What follows belongs to an exercise in optimizing a design on an open flow for small area, a short achievable clock period and few clock cycles; a production flow would make more cautious choices.
At most, simulation tests tie the RTL to the original design; equivalence was not proved.
No functional check of the RTL was part of run 2.
Power is estimated from default activity; no workload was simulated.

`design/flow/config.mk`:
```
export PLATFORM = sky130hd
export DESIGN_NAME = mipsPipeline
export DESIGN_NICKNAME = mipsPipeline
export VERILOG_FILES = /design/flow/design.v
export SDC_FILE = /design/flow/constraint.sdc
export NUM_CORES = 4
export LEC_CHECK = 0
export ABC_CLOCK_PERIOD_IN_PS = 2500
export CAP_MARGIN = 20
export CORE_MARGIN = 2
export CORE_UTILIZATION = 40
export SETUP_SLACK_MARGIN = 1.5
export SLEW_MARGIN = 20
export TNS_END_PERCENT = 20
```
`design/flow/constraint.sdc`:
```
create_clock -name core_clock -period 5.0 [get_ports {clk}]
set_input_delay 1.0000 -clock core_clock [delete_from_list [all_inputs] [get_ports {clk}]]
set_output_delay 1.0000 -clock core_clock [all_outputs]
set_load 0.01 [all_outputs]
```
`design/flow/design.v`:
```
`default_nettype none
module mipsPipeline (
    input  logic        clk,
    input  logic        rst,
    input  logic        instrAck,
    input  logic [31:0] instrData,
    output logic        instrReq,
    output logic [31:0] instrAddr,
    output logic        wbValid,
    output logic [4:0]  wbReg,
    output logic [31:0] wbData
);
    localparam logic [5:0] opRType = 6'h00;
    localparam logic [5:0] opBeq   = 6'h04;
    localparam logic [5:0] opAddi  = 6'h08;
    localparam logic [5:0] opLw    = 6'h23;
    localparam logic [5:0] opSw    = 6'h2b;
    localparam logic [5:0] fnAdd = 6'h20;
    localparam logic [5:0] fnSub = 6'h22;
    localparam logic [5:0] fnAnd = 6'h24;
    localparam logic [5:0] fnOr  = 6'h25;
    localparam logic [5:0] fnSlt = 6'h2a;
    logic        reqQ;
    logic [29:0] addrQ;
    logic        pendEQ;
    logic        pendDQ;
    logic        killQ;
    logic [31:0] rawQ;
    logic [29:0] tgtQ;
    logic        rawV;
    logic        done;
    logic        rise;
    logic        eSel;
    logic        dSel;
    logic [29:0] nextAddr;
    logic        eTaken;
    logic [29:0] tgtE;
    logic [5:0]  op;
    logic [5:0]  funct;
    logic [4:0]  rsF;
    logic [4:0]  rtF;
    logic [4:0]  rdF;
    logic [15:0] immF;
    logic        fAdd, fSub, fAnd, fOr, fSlt;
    logic        isR, isAddi, isLw, isSw, isBeq;
    logic [4:0]  dDest;
    logic        dWr;
    logic        dRtReg;
    logic        dBeqDyn;
    logic        dRedir;
    assign instrReq  = reqQ;
    assign instrAddr = {addrQ, 2'b00};
    assign done = reqQ & instrAck;
    assign rise = ~reqQ & ~instrAck;
    assign op    = rawQ[31:26];
    assign funct = rawQ[5:0];
    assign rsF   = rawQ[25:21];
    assign rtF   = rawQ[20:16];
    assign rdF   = rawQ[15:11];
    assign immF  = rawQ[15:0];
    assign fAdd   = funct == fnAdd;
    assign fSub   = funct == fnSub;
    assign fAnd   = funct == fnAnd;
    assign fOr    = funct == fnOr;
    assign fSlt   = funct == fnSlt;
    assign isR    = (op == opRType) & (fAdd | fSub | fAnd | fOr | fSlt);
    assign isAddi = op == opAddi;
    assign isLw   = op == opLw;
    assign isSw   = op == opSw;
    assign isBeq  = op == opBeq;
    assign dDest  = isR ? rdF : rtF;
    assign dWr    = (isR | isAddi | isLw) & (dDest != 5'd0);
    assign dRtReg = isR | isSw | isBeq;
    assign dBeqDyn = isBeq & (rsF != rtF) & (immF != 16'd0);
    assign dRedir  = rawV & isBeq & (rsF == rtF);
    assign eSel = eTaken | pendEQ;
    assign dSel = dRedir | pendDQ;
    assign nextAddr = eSel ? tgtE :
                      dSel ? tgtQ : addrQ + 30'd1;
    always_ff @(posedge clk) begin
        if (rst) begin
            reqQ   <= 1'b0;
            pendEQ <= 1'b0;
            pendDQ <= 1'b0;
            killQ  <= 1'b0;
            rawV   <= 1'b0;
            addrQ  <= '1;
        end else begin
            if (done) begin
                reqQ <= 1'b0;
            end else if (rise) begin
                reqQ <= 1'b1;
            end
            if (rise) begin
                addrQ  <= nextAddr;
                pendEQ <= 1'b0;
                pendDQ <= 1'b0;
            end else if (eTaken) begin
                pendEQ <= 1'b1;
                pendDQ <= 1'b0;
            end else if (dRedir) begin
                pendDQ <= 1'b1;
            end
            if (done) begin
                killQ <= 1'b0;
            end else if (eTaken && reqQ) begin
                killQ <= 1'b1;
            end
            rawV <= done & ~killQ & ~eTaken;
        end
    end
    logic [30:0] tgtSum;
    assign tgtSum = {addrQ, 1'b1} + {{14{instrData[15]}}, instrData[15:0], 1'b1};
    always_ff @(posedge clk) begin
        if (reqQ) begin
            rawQ <= instrData;
            tgtQ <= tgtSum[30:1];
        end
    end
    logic [31:0][31:0] rf;
    logic [31:0]       rfV;
    logic [31:0]       rfVNext;
    logic [31:0]       rdSel;
    logic              rdByp;
    logic [4:0]        portNext;
    logic              bypNext;
    logic [31:0]       rdVal;
    logic        eV;
    logic        eWr;
    logic [4:0]  eDest;
    always_ff @(posedge clk) begin
        for (int i = 1; i < 32; i++) begin
            if (wbValid && wbReg == 5'(i)) begin
                rf[i] <= wbData;
            end
        end
    end
    always_ff @(posedge clk) begin
        if (rst) begin
            rfV <= '0;
        end else if (wbValid) begin
            rfV[wbReg] <= 1'b1;
        end
    end
    always_comb begin
        rfVNext = rfV;
        if (wbValid) begin
            rfVNext[wbReg] = 1'b1;
        end
        rfVNext[0] = 1'b0;
    end
    assign portNext = reqQ ? instrData[25:21] : rtF;
    assign bypNext  = eV && eWr && (eDest == portNext);
    always_ff @(posedge clk) begin
        for (int i = 0; i < 32; i++) begin
            rdSel[i] <= (portNext == 5'(i)) & rfVNext[i] & ~bypNext;
        end
        rdByp <= bypNext;
    end
    always_comb begin
        rdVal = rdByp ? wbData : 32'd0;
        for (int i = 1; i < 32; i++) begin
            rdVal = rdVal | ({32{rdSel[i]}} & rf[i]);
        end
    end
    logic        d2V;
    logic [31:0] regA;
    logic [31:0] regB;
    logic        patchA;
    logic [31:0] baseA;
    logic [7:0]  memAddr;
    logic [5:0]  memIdx;
    logic [63:0][31:0] dmem;
    logic [63:0]       dmemV;
    always_ff @(posedge clk) begin
        if (rst) begin
            d2V <= 1'b0;
        end else begin
            d2V <= rawV & ~eTaken;
        end
    end
    assign baseA = patchA ? wbData : regA;
    assign memAddr = baseA[7:0] + immF[7:0];
    assign memIdx  = memAddr[7:2];
    always_ff @(posedge clk) begin
        patchA <= eV && eWr && (eDest == rsF);
        if (rawV) begin
            regA <= rdVal;
        end else if (d2V) begin
            regA <= baseA;
        end
        regB <= isAddi ? {{16{immF[15]}}, immF} : rdVal;
        if (d2V && dBeqDyn) begin
            tgtE <= tgtQ;
        end
    end
    logic        eAdd;
    logic        eSub;
    logic        eAnd;
    logic        eOr;
    logic        eSlt;
    logic        eSw;
    logic        eBeq;
    logic [5:0]  eIdx;
    logic [63:0] eLdSel;
    always_ff @(posedge clk) begin
        if (rst) begin
            eV  <= 1'b0;
        end else begin
            eV  <= d2V;
        end
    end
    always_ff @(posedge clk) begin
        eWr   <= dWr;
        eDest <= dDest;
        eAdd  <= isAddi | (isR & fAdd);
        eSub  <= isR & fSub;
        eAnd  <= isR & fAnd;
        eOr   <= isR & fOr;
        eSlt  <= isR & fSlt;
        eSw   <= isSw;
        eBeq  <= dBeqDyn;
        eIdx  <= memIdx;
        for (int i = 0; i < 64; i++) begin
            eLdSel[i] <= isLw & (memIdx == 6'(i)) & dmemV[i];
        end
    end
    logic [31:0] sum;
    logic [31:0] diff;
    logic        lessThan;
    logic [31:0] exRes;
    assign sum  = regA + regB;
    assign diff = regA - regB;
    assign lessThan = (regA[31] ^ regB[31]) ? regA[31] : diff[31];
    always_comb begin
        exRes = ({32{eAdd}} & sum) |
                ({32{eSub}} & diff) |
                ({32{eAnd}} & (regA & regB)) |
                ({32{eOr}}  & (regA | regB)) |
                {31'd0, eSlt & lessThan};
        for (int i = 0; i < 64; i++) begin
            exRes = exRes | ({32{eLdSel[i]}} & dmem[i]);
        end
    end
    assign eTaken = eV & eBeq & (regA == regB);
    always_ff @(posedge clk) begin
        for (int i = 0; i < 64; i++) begin
            if (eV && eSw && eIdx == 6'(i)) begin
                dmem[i] <= regB;
            end
        end
    end
    always_ff @(posedge clk) begin
        if (rst) begin
            dmemV <= '0;
        end else if (eV && eSw) begin
            dmemV[eIdx] <= 1'b1;
        end
    end
    always_ff @(posedge clk) begin
        if (rst) begin
            wbValid <= 1'b0;
        end else begin
            wbValid <= eV & eWr;
        end
    end
    always_ff @(posedge clk) begin
        wbReg  <= eDest;
        wbData <= exRes;
    end
endmodule
`default_nettype wire
```
`design/flow/run.sh`:
```
#!/bin/bash
# synth_recipe.tcl (not shown) runs the flow's synth.tcl, then flattens the netlist and writes it again
# the make line also repeats each setting of config.mk as NAME=value (left out here)
make -C /OpenROAD-flow-scripts/flow DESIGN_CONFIG=/design/flow/config.mk WORK_HOME=/design/flow/orfs CLKGATE_MAP_FILE= SYNTH_SCRIPT=/design/flow/synth_recipe.tcl finish
```
==> results.py, run 1 <==
metrics = {
    "finish": {
        "area_growth_pct": 16.6,
        "mostFrequentLayoutCells": "edfxtp_1, a22oi_1, buf_4, a221oi_1, a22o_1",
        "layout.nets": 8449,
        "fillCellCount": 27500,
        "drive_above_1_share_pct": 15.6,
        "layout_commonest_cell": "edfxtp_1",
    },
    "power": {
        "p_seq_share_pct": 53.5,
        "swShare_pct": 21.0,
        "peakVddDrop_mv": 0.299,
        "p_comb_share_pct": 2.6,
        "power_frac_clock_pct": 43.9,
        "power_density_nw_per_um2": 392,
        "leakage_nw": 49.2,
        "switching_power_mw": 12.4,
        "p_int_mw": 46.8,
    },
    "route": {
        "drc": 0,
        "drt-initial-drc-count": 17300,
        "dr.pass1.iters": 6,
        "vias_per_cell": 6.81,
        "wl_per_cell_um": 41.8,
        "vias": 87900,
        "detail-route-antenna-nets": 0,
        "drt-total-wl_um": 539000,
    },
    "grt": {
        "grt_pass1_vias": 80500,
        "grt_usage_pct": 31.7,
        "grt_max_degree": 70,
        "grt_overflow": 0,
        "grt_pass1_wl_um": 713000,
        "antenna_found_initial": 36,
    },
    "clock_tree": {
        "cts.path.max_buffers": 4,
        "htreeDepth": 5,
        "clkSinkCount": 3482,
        "cts_buffers": 353,
        "clock_latency_ns": 0.94,
        "cts_tree": "done",
        "cts_root_buf": "clkbuf_16",
        "clk_pin_slew_ns": 0.07,
    },
    "floorplan": {
        "die_h_um": 573,
        "die-area_um2": 329000,
        "ioPinCount": 106,
        "die_x_um": 573,
        "initial_core_util_pct": 40.1,
        "core-area_um2": 323000,
        "num_rows": 209,
    },
    "synthesis": {
        "synthCells": 7735,
        "synth_area_um2": 130000,
        "synth_flop_cell": "edfxtp_1",
        "synth_async_sr_flop_share_pct": 0,
        "yosysSeqAreaShare_pct": 78.2,
        "ys_warn_count": 1,
        "ys_seq_elements": 3482,
        "synthDistinctLibCells": 94,
        "synth_edf_count": 3164,
        "syn_avg_cell_area_um2": 16.8,
    },
    "critical_path": {
        "slowest_delay_ns": 0.48,
        "cpMostUsedCell": "a22o_1",
        "cp-start-kind": "flop",
        "worstSetupEndpointType": "flop",
        "cp_cell_sequence": "buf_4 > ha_1 > nor3b_2 > a2111o_1 > a22o_1 > a21oi_4 > o311a_4 > o41a_4 > o21ai_4 > a21oi_2 > o21bai_2 > fa_2 > a22o_1 > a221oi_2 > o2111ai_1 > or4_1 > nor3_2 > o211ai_1",
        "crit_buf_inv": 1,
        "critPathKind": "reg2reg",
        "slowest_stage": "fa_2",
        "worstPathMaxFanout": 4,
        "arrival_ns": 5.06,
        "required_ns": 5.79,
        "critPathTopFamily": "compound AO/OA/AOI/OAI gates",
    },
    "sta": {
        "rsz0062_at_grt": "yes",
        "tightest_slew_ns": 1.38,
        "fin_skew_ns": 0.0944,
        "min_period_ns": 4.26,
        "fin_ws_ns": 0.736,
        "setup_viol": 0,
        "drv_slew": 0,
        "maxSlewHeadroom_pct": 7.71,
        "hold_viol_final": 0,
        "fin_tns_setup_ns": 0,
        "finalCritPeriodShare_pct": 85.3,
        "fmax_ghz": 0.235,
    },
    "place": {
        "pre_cts_ws_ns": 0.248,
        "placement.io_buffers": 103,
        "dp_hpwl_um": 316000,
        "gp_congestion": 0.924,
    },
    "hold_path": {
        "hp-class": "reg2reg",
    },
    "job": {
        "maxCapViolCount": 0,
    },
    "outcome": {
        "status": "complete, no violations",
    },
}
[registers in the layout, indices dropped and copies added (netlist names), 5 cells and up]
signal  flops
addrQ      30
dmem     2048
dmemV      64
eDest       5
eIdx        6
eLdSel     64
rawQ       32
rdSel      31
regA       32
regB       32
rf        992
rfV        31
tgtE       30
tgtQ       30
wbData     32
wbReg       5
[final timing paths]
kind	start	end	slack, ns	cells after the start
worst max-delay path	regA[5]	wbData[31]	0.74	18
worst max register to register	regA[5]	wbData[31]	0.74	18
worst min-delay path	dmemV[37]	eLdSel[37]	0.40	1
worst min register to register	dmemV[37]	eLdSel[37]	0.40	1
[power groups by stage]
stage | Combinational [mW] | Clock, mW | Sequential, mW
after global placement | 1.48 | 0 | 32.3
after global routing | 1.69 | 27.1 | 31.7
after detailed placement | 1.50 | 0 | 32.3
after CTS | 1.52 | 25.9 | 31.7
after floorplan | 0.961 | 0 | 32.3
final | 1.55 | 26.0 | 31.7
[cells by family (layout without fill, tap and decap cells)]
group	after synthesis	after routing	share of synthesized area, %
buf+inv	533	1346	1.57
flops	3482	3482	78.2
mux	35	35	0.299
xor+xnor	96	96	0.654
compound gates	2155	2155	12.8
other cells	1	29	0.00289
fa+ha+maj	145	145	1.42
simple gates	1288	1288	5.06
[final cells by class]
cell class	count	area, um^2	share of cell area, %
timing repair buffer	582	5220	3.45
multi-input combinational	3721	27300	18.0
clock inverter	198	1680	1.11
tap	4325	5410	3.58
inverter	129	484	0.320
antenna	27	67.6	0.0447
sequential	3482	102000	67.2
clock buffer	437	9450	6.25
[worst reg2reg max path: cells and delay by family (launching register included)]
kind | cells | cell delay [ns]
compound gates | 12 | 2.16
buf+inv | 1 | 0.16
flops | 1 | 0.41
fa+ha+maj | 2 | 0.72
simple gates | 3 | 0.77
[stage by stage]
step	total power, mW	cells	utilization [%]	hold WS (ns)	area, um^2
floorplan	33.2	7736	-	0.373	130000
global placement	33.8	12200	43.1	0.390	139000
detailed placement	33.8	12200	43.2	0.388	139000
CTS	59.1	12900	46.7	0.404	151000
global route	60.4	12900	46.7	0.408	151000
finish	59.2	12900	46.8	0.403	151000
[cell usage after synthesis, types with 34 or more instances]
cell	n	area, um^2
a21oi_1	193	966
a221oi_1	395	3460
a22o_1	381	3340
a22oi_1	794	5960
a31oi_1	49	307
and3_1	86	538
buf_1	72	270
clkbuf_1	317	1190
dfxtp_1	318	6370
edfxtp_1	3164	95000
ha_1	141	1760
inv_1	128	480
nand2_1	171	642
nand3_1	186	931
nand4_1	206	1290
nor2_1	348	1310
nor3_1	86	430
nor4_1	40	250
o21a_1	34	255
o21ai_0	113	566
or4_1	43	323
xnor2_1	59	517
xor2_1	36	315
[layer usage]
| metal | GRT usage (%) | part of all wire (%) | up-vias |
|---|---|---|---|
| met5 | 0 | 0.035 | - |
| met1 | 40.2 | 34 | 44800 |
| met2 | 47.2 | 43 | 8186 |
| met4 | 19.0 | 7.6 | 28 |
| met3 | 10.5 | 15 | 1894 |
| li1 | - | - | 33000 |
[what timing repair did]
item,4_1_cts,5_1_grt
buffers inserted,20,8
pin swaps,8,5
endpoints found under the setup margin,31,54
hold buffers,0,0
resized for setup,28,38
endpoints found under the hold margin,0,0
Testbench counts, summed over its fixed seeds: cycles 29,520.
==> run 2: changes to the inputs <==
--- a/design/flow/design.v
+++ b/design/flow/design.v
@@ -127,5 +127,4 @@
     logic [31:0]       rdVal;
-    logic        eV;
-    logic        eWr;
-    logic [4:0]  eDest;
+    logic        mWr;
+    logic [4:0]  mDest;
     always_ff @(posedge clk) begin
@@ -152,3 +151,3 @@
     assign portNext = reqQ ? instrData[25:21] : rtF;
-    assign bypNext  = eV && eWr && (eDest == portNext);
+    assign bypNext  = mWr && (mDest == portNext);
     always_ff @(posedge clk) begin
@@ -168,8 +167,17 @@
     logic [31:0] regB;
-    logic        patchA;
-    logic [31:0] baseA;
-    logic [7:0]  memAddr;
-    logic [5:0]  memIdx;
-    logic [63:0][31:0] dmem;
-    logic [63:0]       dmemV;
+    logic        patchWA;
+    logic        fwdMA;
+    logic        fwdMB;
+    logic [31:0] ldVal;
+    logic        eV;
+    logic        eWr;
+    logic [4:0]  eDest;
+    logic        eSub;
+    logic        eAnd;
+    logic        eOr;
+    logic        eSlt;
+    logic        eLw;
+    logic        eSw;
+    logic        eBeq;
+    logic [7:0]  eImm;
     always_ff @(posedge clk) begin
@@ -181,7 +189,6 @@
     end
-    assign baseA = patchA ? wbData : regA;
-    assign memAddr = baseA[7:0] + immF[7:0];
-    assign memIdx  = memAddr[7:2];
     always_ff @(posedge clk) begin
-        patchA <= eV && eWr && (eDest == rsF);
+        patchWA <= mWr && (mDest == rsF);
+        fwdMA   <= eV && eWr && (eDest == rsF);
+        fwdMB   <= eV && eWr && (eDest == rtF) && dRtReg;
         if (rawV) begin
@@ -189,5 +196,17 @@
         end else if (d2V) begin
-            regA <= baseA;
+            if (fwdMA) begin
+                regA <= ldVal;
+            end else if (patchWA) begin
+                regA <= wbData;
+            end
+        end
+        if (d2V) begin
+            if (fwdMB) begin
+                regB <= ldVal;
+            end else if (isAddi) begin
+                regB <= {{16{immF[15]}}, immF};
+            end else begin
+                regB <= rdVal;
+            end
         end
-        regB <= isAddi ? {{16{immF[15]}}, immF} : rdVal;
         if (d2V && dBeqDyn) begin
@@ -196,16 +215,7 @@
     end
-    logic        eAdd;
-    logic        eSub;
-    logic        eAnd;
-    logic        eOr;
-    logic        eSlt;
-    logic        eSw;
-    logic        eBeq;
-    logic [5:0]  eIdx;
-    logic [63:0] eLdSel;
     always_ff @(posedge clk) begin
         if (rst) begin
-            eV  <= 1'b0;
+            eV <= 1'b0;
         end else begin
-            eV  <= d2V;
+            eV <= d2V;
         end
@@ -213,38 +223,78 @@
     always_ff @(posedge clk) begin
-        eWr   <= dWr;
-        eDest <= dDest;
-        eAdd  <= isAddi | (isR & fAdd);
-        eSub  <= isR & fSub;
-        eAnd  <= isR & fAnd;
-        eOr   <= isR & fOr;
-        eSlt  <= isR & fSlt;
-        eSw   <= isSw;
-        eBeq  <= dBeqDyn;
-        eIdx  <= memIdx;
-        for (int i = 0; i < 64; i++) begin
-            eLdSel[i] <= isLw & (memIdx == 6'(i)) & dmemV[i];
-        end
-    end
+        if (d2V) begin
+            eWr   <= dWr;
+            eDest <= dDest;
+            eSub  <= isR & (fSub | fSlt);
+            eAnd  <= isR & fAnd;
+            eOr   <= isR & fOr;
+            eSlt  <= isR & fSlt;
+            eLw   <= isLw;
+            eSw   <= isSw;
+            eBeq  <= dBeqDyn;
+            eImm  <= immF[7:0];
+        end
+    end
+    logic [31:0] opA;
+    logic [31:0] opB;
+    logic [31:0] opBx;
+    logic [32:0] sumX;
     logic [31:0] sum;
-    logic [31:0] diff;
     logic        lessThan;
-    logic [31:0] exRes;
-    assign sum  = regA + regB;
-    assign diff = regA - regB;
-    assign lessThan = (regA[31] ^ regB[31]) ? regA[31] : diff[31];
+    logic [31:0] aluRes;
+    logic [7:0]  memAddr;
+    logic [5:0]  memIdx;
+    assign opA  = regA;
+    assign opB  = regB;
+    assign opBx = opB ^ {32{eSub}};
+    assign sumX = {opA, 1'b1} + {opBx, eSub};
+    assign sum  = sumX[32:1];
+    assign lessThan = (opA[31] ^ opB[31]) ? opA[31] : sum[31];
     always_comb begin
-        exRes = ({32{eAdd}} & sum) |
-                ({32{eSub}} & diff) |
-                ({32{eAnd}} & (regA & regB)) |
-                ({32{eOr}}  & (regA | regB)) |
-                {31'd0, eSlt & lessThan};
+        if (eAnd) begin
+            aluRes = opA & opB;
+        end else if (eOr) begin
+            aluRes = opA | opB;
+        end else if (eSlt) begin
+            aluRes = {31'd0, lessThan};
+        end else begin
+            aluRes = sum;
+        end
+    end
+    assign eTaken  = eV & eBeq & (opA == opB);
+    assign memAddr = opA[7:0] + eImm;
+    assign memIdx  = memAddr[7:2];
+    logic [63:0][31:0] dmem;
+    logic [63:0]       dmemV;
+    logic              mV;
+    logic              mSw;
+    logic              mAlu;
+    logic [5:0]        mIdx;
+    logic [63:0]       mSel;
+    logic [31:0]       mRes;
+    logic [31:0]       mStore;
+    always_ff @(posedge clk) begin
+        if (rst) begin
+            mV  <= 1'b0;
+            mWr <= 1'b0;
+            mSw <= 1'b0;
+        end else begin
+            mV  <= eV;
+            mWr <= eV & eWr;
+            mSw <= eV & eSw;
+        end
+    end
+    always_ff @(posedge clk) begin
+        mDest  <= eDest;
+        mAlu   <= ~eLw;
+        mIdx   <= memIdx;
+        mRes   <= aluRes;
+        mStore <= opB;
         for (int i = 0; i < 64; i++) begin
-            exRes = exRes | ({32{eLdSel[i]}} & dmem[i]);
+            mSel[i] <= eV & eLw & (memIdx == 6'(i)) & dmemV[i];
         end
     end
-    assign eTaken = eV & eBeq & (regA == regB);
     always_ff @(posedge clk) begin
         for (int i = 0; i < 64; i++) begin
-            if (eV && eSw && eIdx == 6'(i)) begin
-                dmem[i] <= regB;
+            if (mSw && mIdx == 6'(i)) begin
+                dmem[i] <= mStore;
             end
@@ -255,4 +305,10 @@
             dmemV <= '0;
-        end else if (eV && eSw) begin
-            dmemV[eIdx] <= 1'b1;
+        end else if (mSw) begin
+            dmemV[mIdx] <= 1'b1;
+        end
+    end
+    always_comb begin
+        ldVal = mAlu ? mRes : 32'd0;
+        for (int i = 0; i < 64; i++) begin
+            ldVal = ldVal | ({32{mSel[i]}} & dmem[i]);
         end
@@ -263,3 +319,3 @@
         end else begin
-            wbValid <= eV & eWr;
+            wbValid <= mWr;
         end
@@ -267,4 +323,4 @@
     always_ff @(posedge clk) begin
-        wbReg  <= eDest;
-        wbData <= exRes;
+        wbReg  <= mDest;
+        wbData <= ldVal;
     end
--- a/design/flow/config.mk
+++ b/design/flow/config.mk
@@ -11,4 +11,3 @@
 export CORE_UTILIZATION = 40
-export SETUP_SLACK_MARGIN = 1.5
+export SETUP_SLACK_MARGIN = 2.4
 export SLEW_MARGIN = 20
-export TNS_END_PERCENT = 20
==> run 2 against run 1 <==
Compared with the run above:
- still clean
- first-iteration DRC count rose by 6.4%
- power rose by 2.8%
- sequential power rose by 3%
- synthesized cell count rose by 1.5%
- area after synthesis rose by 1.3%
- setup slack improved by 1.0 ns
- largest cell class unchanged
- largest power group unchanged
==> results.py, run 2 <==
metrics = {
    "clock_tree": {
        "htreeDepth": 5,
        "clk_pin_slew_ns": 0.06,
        "cts_root_buf": "clkbuf_16",
        "clock_latency_ns": 0.96,
        "holdBufCountCts": 0,
        "cts_buffers": 352,
        "cts_tree": "done",
        "cts.path.max_buffers": 4,
        "clkSinkCount": 3564,
    },
    "power": {
        "power_density_nw_per_um2": 367,
        "leakage_nw": 55.3,
        "peakVddDrop_mv": 0.341,
        "power_mw": 60.9,
    },
    "critical_path": {
        "worstSetupEndpointType": "flop",
        "startpoint": "eSub",
        "timing.rr.start": "eSub",
        "arrival_ns": 3.93,
        "rrSetupSlack_ns": 1.77,
        "reg2regPathDepth": 14,
        "required_ns": 5.70,
        "r2r_end": "mRes[25]",
        "critPathTopFamily": "compound AO/OA/AOI/OAI gates",
        "critPathKind": "reg2reg",
        "slowest_stage": "edfxtp_1",
        "cp_cell_sequence": "buf_12 > buf_12 > xor2_1 > ha_4 > a21oi_4 > nor4b_2 > a311oi_2 > o21ai_4 > buf_12 > a21boi_4 > o21ai_1 > xnor2_1 > a221oi_1 > a21oi_1",
        "slowest_delay_ns": 0.41,
        "crit_buf_inv": 3,
        "cp-start-kind": "flop",
        "cpMostUsedCell": "buf_12",
        "worstPathMaxFanout": 5,
    },
    "synthesis": {
        "synth-simple-area-share_pct": 5.06,
        "synth_top_area_share_pct": 73.6,
        "synth_edf_count": 3217,
        "yosysSeqAreaShare_pct": 78.9,
        "syn_avg_cell_area_um2": 16.7,
        "synthMuxAreaShare_pct": 0.241,
        "synthDistinctLibCells": 79,
        "synth-compound-area-share_pct": 11.8,
        "yosys.area_share.adder_pct": 1.36,
        "synth_async_sr_flop_share_pct": 0,
        "synth_most_common_cell": "edfxtp_1",
        "synth_commonest_cells": "edfxtp_1, a22oi_1, nor2_1, dfxtp_1, clkbuf_1",
        "synth_area_um2": 131000,
        "netlist_top_cells_area": "edfxtp_1, a22oi_1, dfxtp_1",
        "synthCells": 7848,
        "ys_warn_count": 1,
        "ys_seq_elements": 3564,
        "yosysTopAreaCell": "edfxtp_1",
        "synth_xor_area_share_pct": 1.01,
        "synth_top_family_by_area": "compound AO/OA/AOI/OAI gates",
        "synth_flop_cell": "edfxtp_1",
    },
    "grt": {
        "antenna_found_initial": 31,
        "grt_overflow": 0,
        "grt_pass1_wl_um": 741000,
        "grt_max_degree": 66,
        "grt_usage_pct": 32.8,
        "grt_pass1_vias": 84600,
    },
    "place": {
        "post-place-cells": 12300,
        "gp_congestion": 0.890,
        "placement.io_buffers": 103,
        "dp_hpwl_um": 292000,
    },
    "outcome": {
        "status": "complete, no violations",
    },
    "sta": {
        "tightest_slew_ns": 1.21,
        "fin_skew_ns": 0.111,
        "rsz0062_at_grt": "yes",
        "hold_viol_final": 0,
        "fin_tns_setup_ns": 0,
        "drv_slew": 0,
        "setup_viol": 0,
        "min_period_ns": 3.23,
        "finalCritPeriodShare_pct": 64.5,
        "whs_ns": 0.398,
        "maxSlewHeadroom_pct": 19.5,
        "fmax_ghz": 0.310,
    },
    "route": {
        "wl_per_cell_um": 41.2,
        "vias_per_cell": 6.76,
        "drt-total-wl_um": 564000,
        "dr.pass1.iters": 10,
        "detail-route-antenna-nets": 0,
        "drt-initial-drc-count": 18400,
        "vias": 92500,
        "drc": 0,
    },
    "hold_path": {
        "worstHoldEndpoint": "rawQ[5]",
        "holdPathStages": 1,
        "hp-class": "in2reg",
        "hold_start": "instrData[5]",
    },
    "finish": {
        "utilization_pct": 50.7,
        "mostFrequentLayoutCells": "edfxtp_1, a22oi_1, buf_4, clkbuf_16, nor2_1",
        "layout.nets": 9227,
        "max_flop_register": "dmem",
        "reg.largest.list": "dmem: 2048 flops, rf: 992 flops",
        "final_cells": 13700,
        "largest_reg_flops": 2048,
        "area_growth_pct": 26.3,
        "drive_above_1_share_pct": 27.9,
        "layout_commonest_cell": "edfxtp_1",
    },
    "floorplan": {
        "ioPinCount": 106,
        "die_h_um": 577,
        "die_x_um": 577,
        "core-area_um2": 327000,
        "num_rows": 210,
        "initial_core_util_pct": 40.2,
        "die-area_um2": 333000,
    },
    "job": {
        "maxCapViolCount": 0,
    },
}
==> run 2: per-layer routing <==
layer  vias up  wire (um)  global-route usage [%]
li1      34500          -                       -
met1     46400     184000                    40.7
met2      9163     240000                    48.2
met3      2365      91400                    12.0
met4        34      48400                    21.6
met5         -        549                   0.560
==> run 2: cell type report <==
type / instances / area, um^2
Antenna cell: 25 / 62.6
Clock buffer: 442 / 9400
Clock inverter: 182 / 1690
Fill cell: 26400 / 161000
Inverter: 170 / 651
Multi-Input combinational cell: 3719 / 30100
Sequential cell: 3564 / 104000
Tap cell: 4346 / 5440
Timing Repair Buffer: 1243 / 14400
==> run 2: per-stage QoR <==
step           area, um^2  setup WS, ns
2_1_floorplan      132000          1.42
3_3_place_gp       141000         0.395
3_5_place_dp       141000         0.482
4_1_cts            163000          1.80
5_1_grt            166000          1.68
6_report           166000          1.77
==> run 2: cells by family (layout without fill, tap and decap cells) <==
family	count (synthesis)	count (layout)
simple gates	1324	1328
flops	3564	3564
xor+xnor	152	152
mux	31	31
other cells	1	27
compound gates	2063	2064
buf+inv	571	2037
fa+ha+maj	142	142
==> run 2: worst max path at each step <==
stage,to,slack [ns],cells after the start
6_report,mRes[25],1.77,14
5_1_grt,mRes[14],1.68,15
4_1_cts,mRes[24],1.80,15
3_5_place_dp,tgtQ[28],0.48,14
3_3_place_gp,tgtQ[28],0.39,14
2_1_floorplan,tgtQ[28],1.42,13
==> run 2: what timing repair did <==
| action | CTS | global route |
|---|---|---|
| resized for setup | 1352 | 431 |
| setup buffers | 583 | 119 |
| setup endpoints to repair | 2453 | 548 |
| pin swaps | 319 | 233 |
| cloned | 46 | 4 |
| endpoints found under the hold margin | 0 | 0 |
==> run 2: power breakdown <==
part | total [mW] | internal (mW) | switching, mW | leakage (nW)
clock network | 26.3 | 14.8 | 11.5 | 5.45
registers | 32.5 | 32.3 | 0.223 | 32.0
logic | 2.09 | 0.948 | 1.14 | 17.8
total | 60.9 | 48.0 | 12.8 | 55.3

-- re-timing with driven ports --
In the flow no input, the clock included, has a driving cell. The finished layouts below were timed again as built, in two steps.
Step 1, drivers: a clkbuf_16 drives clk and a buf_2 each remaining input, both assumed.
Step 2 adds t to the input delays and takes it off the output delays; t is the mean of the earliest and latest rising clock arrival at the registers after step 1. Input paths then give back, and output paths get back, about the clock's delay inside the block.
a / b / c = ideal / step 1 / step 2; a / b = the first two.
run	shift t [ns]	setup slack, ns	worst slew at a driven data input, ns
run 1	0.995	0.736 / 0.736 / 0.564	0.20
run 2	1.014	1.773 / 1.773 / 1.092	0.10
After both steps every run listed still meets setup and hold. The setup slack of run 2, which loses most, moves by 0.000 ns with the drivers and by -0.681 ns with both steps.
